From an optimization exercise on the open Yosys and OpenROAD flow, aimed at small area, a short achievable clock period and few clock cycles per item; shortcuts taken in it are not production practice.
In this exercise RTL edits were held to simulation tests only and were not proved equivalent to the original.
Power and IR drop assume default switching activity.

### design.v
`default_nettype none
package cache_pkg;
  localparam int ADDR_W         = 32;
  localparam int DATA_W         = 32;
  localparam int LINE_W         = 128;
  localparam int WORDS_PER_LINE = 4;
  localparam int NUM_SETS       = 8;
  localparam int NUM_WAYS       = 2;
  localparam int IDX_W          = 3;
  localparam int OFS_W          = 4;
  typedef enum logic [2:0] {
    READ       = 3'd0,
    WRITE      = 3'd1,
    WRITE_INIT = 3'd2,
    AMO_ADD    = 3'd3,
    AMO_AND    = 3'd4,
    AMO_OR     = 3'd5
  } req_type_e;
  typedef enum logic {
    MEM_READ  = 1'b0,
    MEM_WRITE = 1'b1
  } mem_type_e;
  typedef struct packed {
    req_type_e          req_type;
    logic [ADDR_W-1:0]  addr;
    logic [DATA_W-1:0]  data;
  } cache_req_t;
  typedef struct packed {
    req_type_e          resp_type;
    logic [DATA_W-1:0]  data;
  } cache_resp_t;
  typedef struct packed {
    mem_type_e          mem_type;
    logic [ADDR_W-1:0]  addr;
    logic [LINE_W-1:0]  data;
  } line_req_t;
  typedef struct packed {
    logic [LINE_W-1:0]  data;
  } line_resp_t;
  typedef struct packed {
    logic       req_en;
    logic       memresp_en;
    logic       is_refill;
    logic       tag_wen;
    logic       tag_ren;
    logic       data_wen;
    logic       data_ren;
    logic       read_reg_en;
    logic       resp_en;
    logic       amo_en;
    mem_type_e  mem_type;
    logic       way;
  } dpath_ctrl_t;
  typedef struct packed {
    req_type_e             req_type;
    logic [IDX_W-1:0]      idx;
    logic [NUM_WAYS-1:0]   tag_match;
  } dpath_status_t;
endpackage
`default_nettype wire
`default_nettype none
import cache_pkg::*;
module cache_state_bits
#(
  parameter int idx_shamt = 0
) (
  input  logic                 clk,
  input  logic                 reset,
  input  logic [IDX_W-1:0]     index,
  input  logic [NUM_WAYS-1:0]  tag_match,
  input  logic                 record_way,
  input  logic                 valid_wen,
  input  logic                 dirty_wen,
  input  logic                 dirty_in,
  input  logic                 lru_wen,
  output logic                 hit,
  output logic                 victim_dirty,
  output logic                 way
);
  logic [NUM_SETS-1:0] valid_bits [NUM_WAYS];
  logic [NUM_SETS-1:0] dirty_bits [NUM_WAYS];
  logic [NUM_SETS-1:0] lru_bits;
  logic [NUM_WAYS-1:0] way_hit;
  logic                lru_way;
  logic                way_q;
  always_comb begin
    for (int w = 0; w < NUM_WAYS; w++) begin
      way_hit[w] = valid_bits[w][index] && tag_match[w];
    end
  end
  assign hit          = |way_hit;
  assign lru_way      = lru_bits[index];
  assign victim_dirty = dirty_bits[lru_way][index];
  assign way          = way_q;
  always_ff @(posedge clk) begin
    if (reset) begin
      way_q <= 1'b0;
    end else if (record_way) begin
      way_q <= hit ? way_hit[1] : lru_way;
    end
  end
  always_ff @(posedge clk) begin
    if (reset) begin
      for (int w = 0; w < NUM_WAYS; w++) begin
        valid_bits[w] <= '0;
        dirty_bits[w] <= '0;
      end
      lru_bits <= '0;
    end else begin
      if (valid_wen) begin
        valid_bits[way_q][index] <= 1'b1;
      end
      if (dirty_wen) begin
        dirty_bits[way_q][index] <= dirty_in;
      end
      if (lru_wen) begin
        lru_bits[index] <= ~way_q;
      end
    end
  end
endmodule
`default_nettype wire
`default_nettype none
import cache_pkg::*;
module cache_ctrl
#(
  parameter int idx_shamt = 0
) (
  input  logic           clk,
  input  logic           reset,
  input  logic           cachereq_val,
  output logic           cachereq_rdy,
  output logic           cacheresp_val,
  input  logic           cacheresp_rdy,
  output logic           memreq_val,
  input  logic           memreq_rdy,
  input  logic           memresp_val,
  output logic           memresp_rdy,
  input  cache_pkg::dpath_status_t  status,
  output cache_pkg::dpath_ctrl_t    ctrl
);
  typedef enum logic [3:0] {
    IDLE,
    TAG_CHECK,
    READ_ACCESS,
    WRITE_ACCESS,
    INIT_ACCESS,
    AMO_READ,
    AMO_WRITE,
    REFILL_REQUEST,
    REFILL_WAIT,
    REFILL_UPDATE,
    EVICT_PREPARE,
    EVICT_REQUEST,
    EVICT_WAIT,
    WAIT
  } state_e;
  state_e state, state_next;
  logic hit;
  logic victim_dirty;
  logic way;
  logic record_way;
  logic valid_wen;
  logic dirty_wen;
  logic dirty_in;
  logic lru_wen;
  logic is_amo;
  logic is_write;
  cache_state_bits #(
    .idx_shamt (idx_shamt)
  ) state_bits_i (
    .clk          (clk),
    .reset        (reset),
    .index        (status.idx),
    .tag_match    (status.tag_match),
    .record_way   (record_way),
    .valid_wen    (valid_wen),
    .dirty_wen    (dirty_wen),
    .dirty_in     (dirty_in),
    .lru_wen      (lru_wen),
    .hit          (hit),
    .victim_dirty (victim_dirty),
    .way          (way)
  );
  assign is_amo = (status.req_type == AMO_ADD) || (status.req_type == AMO_AND) ||
                  (status.req_type == AMO_OR);
  assign is_write = (status.req_type == WRITE) || (status.req_type == WRITE_INIT);
  always_ff @(posedge clk) begin
    if (reset) begin
      state <= IDLE;
    end else begin
      state <= state_next;
    end
  end
  always_comb begin
    state_next = state;
    case (state)
      IDLE:           if (cachereq_val) state_next = TAG_CHECK;
      TAG_CHECK: begin
        if (!hit)                          state_next = victim_dirty ? EVICT_PREPARE
                                                                     : REFILL_REQUEST;
        else if (is_amo)                   state_next = AMO_READ;
        else if (is_write)                 state_next = WRITE_ACCESS;
        else                               state_next = READ_ACCESS;
      end
      READ_ACCESS,
      WRITE_ACCESS,
      INIT_ACCESS,
      AMO_WRITE:      state_next = WAIT;
      AMO_READ:       state_next = AMO_WRITE;
      REFILL_REQUEST: if (memreq_rdy) state_next = REFILL_WAIT;
      REFILL_WAIT:    if (memresp_val) state_next = REFILL_UPDATE;
      REFILL_UPDATE: begin
        if (is_amo)                        state_next = AMO_READ;
        else if (is_write)                 state_next = WRITE_ACCESS;
        else                               state_next = READ_ACCESS;
      end
      EVICT_PREPARE:  state_next = EVICT_REQUEST;
      EVICT_REQUEST:  if (memreq_rdy) state_next = EVICT_WAIT;
      EVICT_WAIT:     if (memresp_val) state_next = REFILL_REQUEST;
      WAIT:           if (cacheresp_rdy) state_next = IDLE;
      default:        state_next = IDLE;
    endcase
  end
  task automatic cs(
    input logic      req_rdy,
    input logic      resp_val,
    input logic      mreq_val,
    input logic      mresp_rdy,
    input logic      req_en,
    input logic      mresp_en,
    input logic      refill,
    input logic      tag_wen,
    input logic      tag_ren,
    input logic      data_wen,
    input logic      data_ren,
    input logic      rd_reg_en,
    input logic      resp_en,
    input logic      amo_en,
    input cache_pkg::mem_type_e mtype,
    input logic      v_wen,
    input logic      d_wen,
    input logic      d_in,
    input logic      l_wen,
    input logic      record
  );
    cachereq_rdy     = req_rdy;
    cacheresp_val    = resp_val;
    memreq_val       = mreq_val;
    memresp_rdy      = mresp_rdy;
    ctrl.req_en      = req_en;
    ctrl.memresp_en  = mresp_en;
    ctrl.is_refill   = refill;
    ctrl.tag_wen     = tag_wen;
    ctrl.tag_ren     = tag_ren;
    ctrl.data_wen    = data_wen;
    ctrl.data_ren    = data_ren;
    ctrl.read_reg_en = rd_reg_en;
    ctrl.resp_en     = resp_en;
    ctrl.amo_en      = amo_en;
    ctrl.mem_type    = mtype;
    valid_wen        = v_wen;
    dirty_wen        = d_wen;
    dirty_in         = d_in;
    lru_wen          = l_wen;
    record_way       = record;
  endtask
  always_comb begin
    cs(0, 0, 0, 0, 0, 0, 0, 0, 0, 0, 0, 0, 0, 0, MEM_READ, 0, 0, 0, 0, 0);
    ctrl.way = way;
    case (state)
      IDLE:           cs(1, 0, 0, 0, 1, 0, 0, 0, 1, 0, 1, 0, 0, 0, MEM_READ,  0, 0, 0, 0, 0);
      TAG_CHECK:      cs(0, 0, 0, 0, 0, 0, 0, 0, 0, 0, 0, 1, 0, 0, MEM_READ,  0, 0, 0, 0, 1);
      READ_ACCESS:    cs(0, 0, 0, 0, 0, 0, 0, 0, 0, 0, 0, 0, 1, 0, MEM_READ,  0, 0, 0, 1, 0);
      WRITE_ACCESS:   cs(0, 0, 0, 0, 0, 0, 0, 0, 0, 1, 0, 0, 1, 0, MEM_READ,  0, 1, 1, 1, 0);
      INIT_ACCESS:    cs(0, 0, 0, 0, 0, 0, 0, 1, 0, 1, 0, 0, 1, 0, MEM_READ,  1, 1, 0, 1, 0);
      AMO_READ:       cs(0, 0, 0, 0, 0, 0, 0, 0, 0, 0, 0, 0, 1, 0, MEM_READ,  0, 0, 0, 0, 0);
      AMO_WRITE:      cs(0, 0, 0, 0, 0, 0, 0, 0, 0, 1, 0, 0, 0, 1, MEM_READ,  0, 1, 1, 1, 0);
      REFILL_REQUEST: cs(0, 0, 1, 0, 0, 0, 0, 0, 0, 0, 0, 0, 0, 0, MEM_READ,  0, 0, 0, 0, 0);
      REFILL_WAIT:    cs(0, 0, 0, 1, 0, 1, 0, 0, 0, 0, 0, 0, 0, 0, MEM_READ,  0, 0, 0, 0, 0);
      REFILL_UPDATE:  cs(0, 0, 0, 0, 0, 0, 1, 1, 0, 1, 1, 0, 0, 0, MEM_READ,  1, 1, 0, 0, 0);
      EVICT_PREPARE:  cs(0, 0, 0, 0, 0, 0, 0, 0, 0, 0, 0, 1, 0, 0, MEM_WRITE, 0, 0, 0, 0, 0);
      EVICT_REQUEST:  cs(0, 0, 1, 0, 0, 0, 0, 0, 0, 0, 0, 0, 0, 0, MEM_READ,  0, 0, 0, 0, 0);
      EVICT_WAIT:     cs(0, 0, 0, 1, 0, 0, 0, 0, 0, 0, 0, 1, 0, 0, MEM_READ,  0, 0, 0, 0, 0);
      WAIT:           cs(0, 1, 0, 0, 0, 0, 0, 0, 0, 0, 0, 0, 0, 0, MEM_READ,  0, 0, 0, 0, 0);
      default:        cs(0, 0, 0, 0, 0, 0, 0, 0, 0, 0, 0, 0, 0, 0, MEM_READ,  0, 0, 0, 0, 0);
    endcase
  end
endmodule
`default_nettype wire
`default_nettype none
import cache_pkg::*;
module cache_dpath
#(
  parameter int idx_shamt = 0
) (
  input  logic           clk,
  input  logic           reset,
  input  cache_pkg::cache_req_t     cachereq,
  output cache_pkg::cache_resp_t    cacheresp,
  output cache_pkg::line_req_t      memreq,
  input  cache_pkg::line_resp_t     memresp,
  input  cache_pkg::dpath_ctrl_t    ctrl,
  output cache_pkg::dpath_status_t  status
);
  localparam int TAG_W  = ADDR_W - OFS_W;
  localparam int WORD_W = $clog2(WORDS_PER_LINE);
  cache_pkg::cache_req_t             req_q;
  logic [TAG_W-1:0]       tag_array  [NUM_WAYS][NUM_SETS];
  logic [LINE_W-1:0]      data_array [NUM_WAYS][NUM_SETS];
  logic [TAG_W-1:0]       tag_rd     [NUM_WAYS];
  logic [LINE_W-1:0]      data_rd    [NUM_WAYS];
  logic [LINE_W-1:0]      refill_line;
  logic [TAG_W-1:0]       req_tag;
  logic [IDX_W-1:0]       req_idx;
  logic [IDX_W-1:0]       rd_idx;
  logic [WORD_W-1:0]      word_ofs;
  logic [DATA_W-1:0]      old_word;
  logic [DATA_W-1:0]      amo_word;
  logic [DATA_W-1:0]      wr_word;
  assign req_tag  = req_q.addr[ADDR_W-1:OFS_W];
  assign req_idx  = req_q.addr[OFS_W+idx_shamt +: IDX_W];
  assign word_ofs = req_q.addr[2 +: WORD_W];
  assign rd_idx = ctrl.req_en ? cachereq.addr[OFS_W+idx_shamt +: IDX_W] : req_idx;
  always_ff @(posedge clk) begin
    if (ctrl.req_en) begin
      req_q <= cachereq;
    end
    if (ctrl.memresp_en) begin
      refill_line <= memresp.data;
    end
  end
  always_ff @(posedge clk) begin
    for (int w = 0; w < NUM_WAYS; w++) begin
      if (ctrl.tag_ren) begin
        tag_rd[w] <= tag_array[w][rd_idx];
      end
      if (ctrl.data_ren) begin
        if (ctrl.data_wen && ctrl.is_refill && (ctrl.way == w[0])) begin
          data_rd[w] <= refill_line;
        end else begin
          data_rd[w] <= data_array[w][rd_idx];
        end
      end
    end
    if (ctrl.tag_wen) begin
      tag_array[ctrl.way][req_idx] <= req_tag;
    end
    if (ctrl.data_wen) begin
      for (int i = 0; i < WORDS_PER_LINE; i++) begin
        if (ctrl.is_refill) begin
          data_array[ctrl.way][req_idx][i*DATA_W +: DATA_W] <= refill_line[i*DATA_W +: DATA_W];
        end else if (i[WORD_W-1:0] == word_ofs) begin
          data_array[ctrl.way][req_idx][i*DATA_W +: DATA_W] <= wr_word;
        end
      end
    end
  end
  assign old_word = data_rd[ctrl.way][word_ofs*DATA_W +: DATA_W];
  always_comb begin
    case (req_q.req_type)
      AMO_ADD: amo_word = old_word + req_q.data;
      AMO_AND: amo_word = old_word & req_q.data;
      AMO_OR:  amo_word = old_word | req_q.data;
      default: amo_word = req_q.data;
    endcase
  end
  assign wr_word = ctrl.amo_en ? amo_word : req_q.data;
  always_ff @(posedge clk) begin
    if (reset) begin
      cacheresp <= '0;
    end else if (ctrl.resp_en) begin
      cacheresp.resp_type <= req_q.req_type;
      if ((req_q.req_type == WRITE) || (req_q.req_type == WRITE_INIT)) begin
        cacheresp.data <= '0;
      end else begin
        cacheresp.data <= old_word;
      end
    end
  end
  always_ff @(posedge clk) begin
    if (reset) begin
      memreq <= '0;
    end else if (ctrl.read_reg_en) begin
      memreq.mem_type <= ctrl.mem_type;
      if (ctrl.mem_type == MEM_WRITE) begin
        memreq.addr <= {tag_rd[ctrl.way], {OFS_W{1'b0}}};
        memreq.data <= data_rd[ctrl.way];
      end else begin
        memreq.addr <= {req_tag, {OFS_W{1'b0}}};
        memreq.data <= '0;
      end
    end
  end
  always_comb begin
    status.req_type = req_q.req_type;
    status.idx      = req_idx;
    for (int w = 0; w < NUM_WAYS; w++) begin
      status.tag_match[w] = (tag_rd[w] == req_tag);
    end
  end
endmodule
`default_nettype wire
`default_nettype none
import cache_pkg::*;
module blocking_cache
#(
  parameter int idx_shamt = 0
) (
  input  logic         clk,
  input  logic         reset,
  input  logic         cachereq_val,
  output logic         cachereq_rdy,
  input  cache_pkg::cache_req_t   cachereq,
  output logic         cacheresp_val,
  input  logic         cacheresp_rdy,
  output cache_pkg::cache_resp_t  cacheresp,
  output logic         memreq_val,
  input  logic         memreq_rdy,
  output cache_pkg::line_req_t    memreq,
  input  logic         memresp_val,
  output logic         memresp_rdy,
  input  cache_pkg::line_resp_t   memresp
);
  cache_pkg::dpath_ctrl_t   ctrl;
  cache_pkg::dpath_status_t status;
  cache_ctrl #(
    .idx_shamt (idx_shamt)
  ) ctrl_i (
    .clk           (clk),
    .reset         (reset),
    .cachereq_val  (cachereq_val),
    .cachereq_rdy  (cachereq_rdy),
    .cacheresp_val (cacheresp_val),
    .cacheresp_rdy (cacheresp_rdy),
    .memreq_val    (memreq_val),
    .memreq_rdy    (memreq_rdy),
    .memresp_val   (memresp_val),
    .memresp_rdy   (memresp_rdy),
    .status        (status),
    .ctrl          (ctrl)
  );
  cache_dpath #(
    .idx_shamt (idx_shamt)
  ) dpath_i (
    .clk       (clk),
    .reset     (reset),
    .cachereq  (cachereq),
    .cacheresp (cacheresp),
    .memreq    (memreq),
    .memresp   (memresp),
    .ctrl      (ctrl),
    .status    (status)
  );
endmodule
`default_nettype wire
`default_nettype none
module cache_top (
  input  wire          clk,
  input  wire          reset,
  input  wire          cachereq_val,
  output wire          cachereq_rdy,
  input  wire  [2:0]   cachereq_type,
  input  wire  [31:0]  cachereq_addr,
  input  wire  [31:0]  cachereq_data,
  output wire          cacheresp_val,
  input  wire          cacheresp_rdy,
  output wire  [2:0]   cacheresp_type,
  output wire  [31:0]  cacheresp_data,
  output wire          memreq_val,
  input  wire          memreq_rdy,
  output wire          memreq_type,
  output wire  [31:0]  memreq_addr,
  output wire  [127:0] memreq_data,
  input  wire          memresp_val,
  output wire          memresp_rdy,
  input  wire  [127:0] memresp_data
);
  cache_pkg::cache_req_t  cachereq;
  cache_pkg::cache_resp_t cacheresp;
  cache_pkg::line_req_t   memreq;
  cache_pkg::line_resp_t  memresp;
  assign cachereq.req_type = cache_pkg::req_type_e'(cachereq_type);
  assign cachereq.addr     = cachereq_addr;
  assign cachereq.data     = cachereq_data;
  assign cacheresp_type = cacheresp.resp_type;
  assign cacheresp_data = cacheresp.data;
  assign memreq_type = memreq.mem_type;
  assign memreq_addr = memreq.addr;
  assign memreq_data = memreq.data;
  assign memresp.data = memresp_data;
  blocking_cache #(
    .idx_shamt (0)
  ) cache_i (
    .clk           (clk),
    .reset         (reset),
    .cachereq_val  (cachereq_val),
    .cachereq_rdy  (cachereq_rdy),
    .cachereq      (cachereq),
    .cacheresp_val (cacheresp_val),
    .cacheresp_rdy (cacheresp_rdy),
    .cacheresp     (cacheresp),
    .memreq_val    (memreq_val),
    .memreq_rdy    (memreq_rdy),
    .memreq        (memreq),
    .memresp_val   (memresp_val),
    .memresp_rdy   (memresp_rdy),
    .memresp       (memresp)
  );
endmodule
`default_nettype wire
### run.sh
#!/bin/bash
# synth_recipe.tcl (not shown) runs the flow's synth.tcl, then flattens the netlist and writes it again
# the make line also repeats each setting of config.mk as NAME=value (left out here)
make -C /OpenROAD-flow-scripts/flow DESIGN_CONFIG=/design/flow/config.mk WORK_HOME=/design/flow/orfs CLKGATE_MAP_FILE= SYNTH_SCRIPT=/design/flow/synth_recipe.tcl finish
### config.mk
export PLATFORM = sky130hd
export DESIGN_NAME = cache_top
export DESIGN_NICKNAME = cache_top
export VERILOG_FILES = /design/flow/design.v
export SDC_FILE = /design/flow/constraint.sdc
export NUM_CORES = 4
export LEC_CHECK = 0
export CAP_MARGIN = 20
export CORE_MARGIN = 2
export CORE_UTILIZATION = 40
export PLACE_DENSITY = 0.55
export SLEW_MARGIN = 20
### constraint.sdc
create_clock -name core_clock -period 7.5 [get_ports {clk}]
set_input_delay 1.5000 -clock core_clock [delete_from_list [all_inputs] [get_ports {clk}]]
set_output_delay 1.5000 -clock core_clock [all_outputs]
set_load 0.01 [all_outputs]
==> notes.md <==
[synthesized netlist by cell type, types with 9 or more instances]
cell      count
mux2_2      185
a21o_1       15
nand4_1      14
and2_1        9
dfxtp_1     221
xor2_1       62
nor2_1      525
a211oi_1     39
mux4_2      661
mux2i_1     303
clkbuf_1    293
o221ai_1     11
buf_2        71
a22oi_1     133
xnor2_1      15
nor4_1       21
ha_1         77
nand2b_1     12
a21oi_1     249
nor3_1       22
and4_1       10
a31oi_1      13
edfxtp_1   3033
nor2b_1      41
buf_1        40
nand3_1      22
inv_1        87
o31ai_1      26
nand2_1     335
o21ai_0     308
[per-layer routing]
metal  wire length, um  vias to the layer above  part of all wire  global-route usage
met2            188000                     3193              0.46               0.380
met3             33200                      645             0.081              0.0437
met4             22600                       14             0.055               0.121
li1                  -                    29192                 -                   -
met5                80                        -           0.00020                   0
met1            164000                    37483              0.40               0.337
[worst paths after layout]
check	from	to	slack, ns	cells after the start
max reg2reg	cache_i.ctrl_i.state_bits_i.way_q$_SDFFE_PP0P_	cache_i.dpath_i.data_array[13][26]$_DFFE_PP_	1.35	15
max	cache_i.ctrl_i.state_bits_i.way_q$_SDFFE_PP0P_	cache_i.dpath_i.data_array[13][26]$_DFFE_PP_	1.35	15
min reg2reg	cache_i.ctrl_i.record_way$_SDFF_PP0_	cache_i.ctrl_i.state_bits_i.way_q$_SDFFE_PP0P_	0.47	1
min	cache_i.ctrl_i.record_way$_SDFF_PP0_	cache_i.ctrl_i.state_bits_i.way_q$_SDFFE_PP0P_	0.47	1
[power by group through the flow]
stage / clock (mW) / sequential [mW] / combinational, mW
finish: 17.2 / 23.8 / 14.9
global route: 18.1 / 23.9 / 15.7
CTS: 17.4 / 23.8 / 14.9
detailed placement: 0 / 24.2 / 14.8
global placement: 0 / 24.1 / 14.6
floorplan: 0 / 23.9 / 8.83
[stage by stage]
stage | power [mW] | hold WS [ns] | area, um^2 | utilization
floorplan | 32.8 | 0.414 | 129000 | -
global placement | 38.7 | 0.443 | 140000 | 0.437
detailed placement | 39.0 | 0.450 | 140000 | 0.437
CTS | 56.1 | 0.465 | 152000 | 0.472
global route | 57.7 | 0.507 | 152000 | 0.473
finish | 55.8 | 0.472 | 152000 | 0.473
[registers in the layout (all words and copies together), names as in the netlist, 4 cells and up]
register,flops
cache_i.dpath_i.tag_rd,56
cache_i.dpath_i.ctrl,4
cache_i.dpath_i.cacheresp,35
cache_i.ctrl_i.state_bits_i.dirty_bits,16
cache_i.dpath_i.req_q,65
cache_i.dpath_i.data_array,2048
cache_i.dpath_i.refill_line,128
cache_i.ctrl_i.state,4
cache_i.ctrl_i.state_bits_i.valid_bits,16
cache_i.ctrl,5
cache_i.dpath_i.tag_array,448
cache_i.ctrl_i.state_bits_i.lru_bits,8
cache_i.dpath_i.memreq,157
cache_i.dpath_i.data_rd,256
[worst register-to-register path, cell delays in order (launching register included)]
cell     delay (ns)
dfxtp_4        0.53
buf_12         0.31
buf_12         0.28
mux2_2         0.44
mux4_2         0.54
inv_1          0.11
ha_1           0.26
and4_1         0.22
and4_1         0.23
and3_1         0.22
a32oi_1        0.31
a21oi_1        0.22
nor4_1         0.32
nor3_1         0.14
o31ai_4        1.04
o21ai_1        0.59
[cell families after synthesis]
kind of cell | count (synthesis)
DFF | 3254
buffers and inverters | 499
and+or+nand+nor | 1049
adders and majority gates | 78
xor gates and xnor gates | 77
muxes | 1150
other | 1
AOI/OAI and AO/OA | 867
[placed cells by master (no fill, tap or decap), drive strengths merged, types with 221 or more instances in the layout]
master | netlist | final
dfxtp | 221 | 221
mux4 | 661 | 661
clkdlybuf4s50 | 0 | 393
buf | 118 | 326
nand2 | 336 | 336
nor2 | 525 | 525
mux2i | 303 | 303
clkbuf | 293 | 444
o21ai | 312 | 312
edfxtp | 3033 | 3033
a21oi | 250 | 250
[layout make-up]
class / count / area, um^2 / share of cell area
clock buffer: 444 / 9210 / 0.0607
timing repair buffer: 719 / 6770 / 0.0447
sequential: 3254 / 95500 / 0.630
antenna: 31 / 77.6 / 0.000511
tap: 4305 / 5390 / 0.0355
multi-input combinational: 3225 / 32300 / 0.213
clock inverter: 192 / 2130 / 0.0140
inverter: 88 / 338 / 0.00223
==> impl_metrics.env <==
export IMPL_switching_share=0.315
export IMPL_async_flop_share=0
export IMPL_power_frac_comb=0.266
export IMPL_synth_top_family_by_area="multiplexers"
export IMPL_peakVddDrop_v=0.000237
export IMPL_hp_class="reg -> reg"
export IMPL_antenna_found_initial=51
export IMPL_clk_insertion_delay_late_ns=0.95
export IMPL_h_tree_depth=5
export IMPL_synth_seq_cells=3254
export IMPL_cts_root_buf="clkbuf_16"
export IMPL_synth_edff_count=3033
export IMPL_share_seq_of_total_power=0.426
export IMPL_num_rows=208
export IMPL_tns_ns=0
export IMPL_cp_end_kind="flip-flop"
export IMPL_drcViolationCount=0
export IMPL_tritoncts="done"
export IMPL_grt_pass1_vias=68518
export IMPL_worstMarginPinSlew_ns=1.30
export IMPL_io_pins=401
export IMPL_critPathRequiredTime_ns=8.01
export IMPL_synthesis_area_um2=129000
export IMPL_cts_resized=0
export IMPL_cpMaxStageDelayCell="o31ai_4"
export IMPL_synth_compound_area_frac=0.0404
export IMPL_yosys_area_top_type="edfxtp_1"
export IMPL_synth_area_leaders="edfxtp_1, mux4_2, dfxtp_1"
export IMPL_setup_ws_ns=1.35
export IMPL_grt_pass1_wl_um=554000
export IMPL_nFillCells=26905
export IMPL_cts_buffers=344
export IMPL_synth_cell_type_count=83
export IMPL_slowest_delay_ns=1.04
export IMPL_cp_arrival_ns=6.66
export IMPL_die_w_um=571
export IMPL_path_cells="buf_12, buf_12, mux2_2, mux4_2, inv_1, ha_1, and4_1, and4_1, and3_1, a32oi_1, a21oi_1, nor4_1, nor3_1, o31ai_4, o21ai_1"
export IMPL_initial_core_util=0.401
export IMPL_final_max_slew_violation_count=0
export IMPL_die_area_um2=327000
export IMPL_yosys_mux_area_fraction=0.155
export IMPL_place_gp_congestion=0.912
export IMPL_hold_buffers=0
export IMPL_place_inst=11590
export IMPL_power_density_nw_per_um2=368
export IMPL_synth_cells=6975
export IMPL_clockBufferDepth=4
export IMPL_yosys_area_share_simple=0.0344
export IMPL_wire_per_inst_um=33.2
export IMPL_synth_top_area_frac=0.707
export IMPL_pwr_share_clk=0.308
export IMPL_setup_viol=0
export IMPL_slew_headroom=0.136
export IMPL_drt_pass1_iterations=8
export IMPL_period_minus_slack_ns=6.15
export IMPL_clk_pin_slew_ns=0.06
export IMPL_synth_xor_xnor_area_share=0.00524
export IMPL_worst_setup_path_type="reg -> reg"
export IMPL_gr_usage_all_layers=0.246
export IMPL_rsz0062_at_grt="false"
export IMPL_cts_sinks=3254
export IMPL_syn2layout_area_growth_pct=17.8
export IMPL_num_vias=70527
export IMPL_hold_viol=0
export IMPL_crit_buf_inv=3
export IMPL_cpLargestDelayFamily="compound AO/OA/AOI/OAI gates"
export IMPL_grt_ovfl_total=0
export IMPL_core_um2=321000
export IMPL_yosys_area_share_adder=0.00763
export IMPL_synth_area_per_cell_um2=18.5
export IMPL_grt_max_degree=147
export IMPL_fin_skew_ns=0.0897
export IMPL_drive_above_1_share=0.232
export IMPL_avgViaCountPerCell=5.75
export IMPL_status="complete, no violations"
export IMPL_dpl_hpwl_um=249000
export IMPL_ys_flop_type="edfxtp_1"
export IMPL_cp_start_kind="flip-flop"
export IMPL_finalNetCount=7911
export IMPL_io_buffers=394
export IMPL_path_max_fanout=20
export IMPL_synth_seq_area_share=0.741
export IMPL_fin_crit_sh=0.820
export IMPL_die_h_um=571
export IMPL_drt_wl_total_um=407000
export IMPL_drt_iter0_markers=8590
export IMPL_post_cts_buffers=0
export IMPL_place_ws_ns=1.54
export IMPL_fmax_mhz=163
export IMPL_yosys_warnings=5
export IMPL_p_leak_nw=49.3
export IMPL_p_int_mw=38.3
export IMPL_fin_cells=12258
export IMPL_p_switching_mw=17.6
export IMPL_detail_route_antenna_nets=0
export IMPL_max_cap_viol_count=0
Testbench counts, summed over its fixed seeds: cycles 65,786, requests 12,000.

[separate check: timing with driven ports]
How much do the figures lean on ideal ports? The routed layout below was timed once more, with nothing changed but the port constraints. Step 1, drivers: a clkbuf_16 drives clk and a buf_2 each remaining input, both assumed. Step 2 also shifts input and output timing later by t, the mid clock arrival at the registers, as if the neighbouring blocks saw the same clock. Three values: no drivers, after step 1, after step 2; two values: the first two.
t, ns: 1.025
setup WS [ns]: 1.350 / 1.350 / 1.350
hold slack, ns: 0.472 / 0.472 / 0.472
clock arrival spread, ns: 0.096 / 0.096
worst register clock-pin slew, ns: 0.07 / 0.07
After both steps setup and hold are still met in this run. For this run, drivers alone change the setup slack by 0.000 ns; drivers and shift together by 0.000 ns.
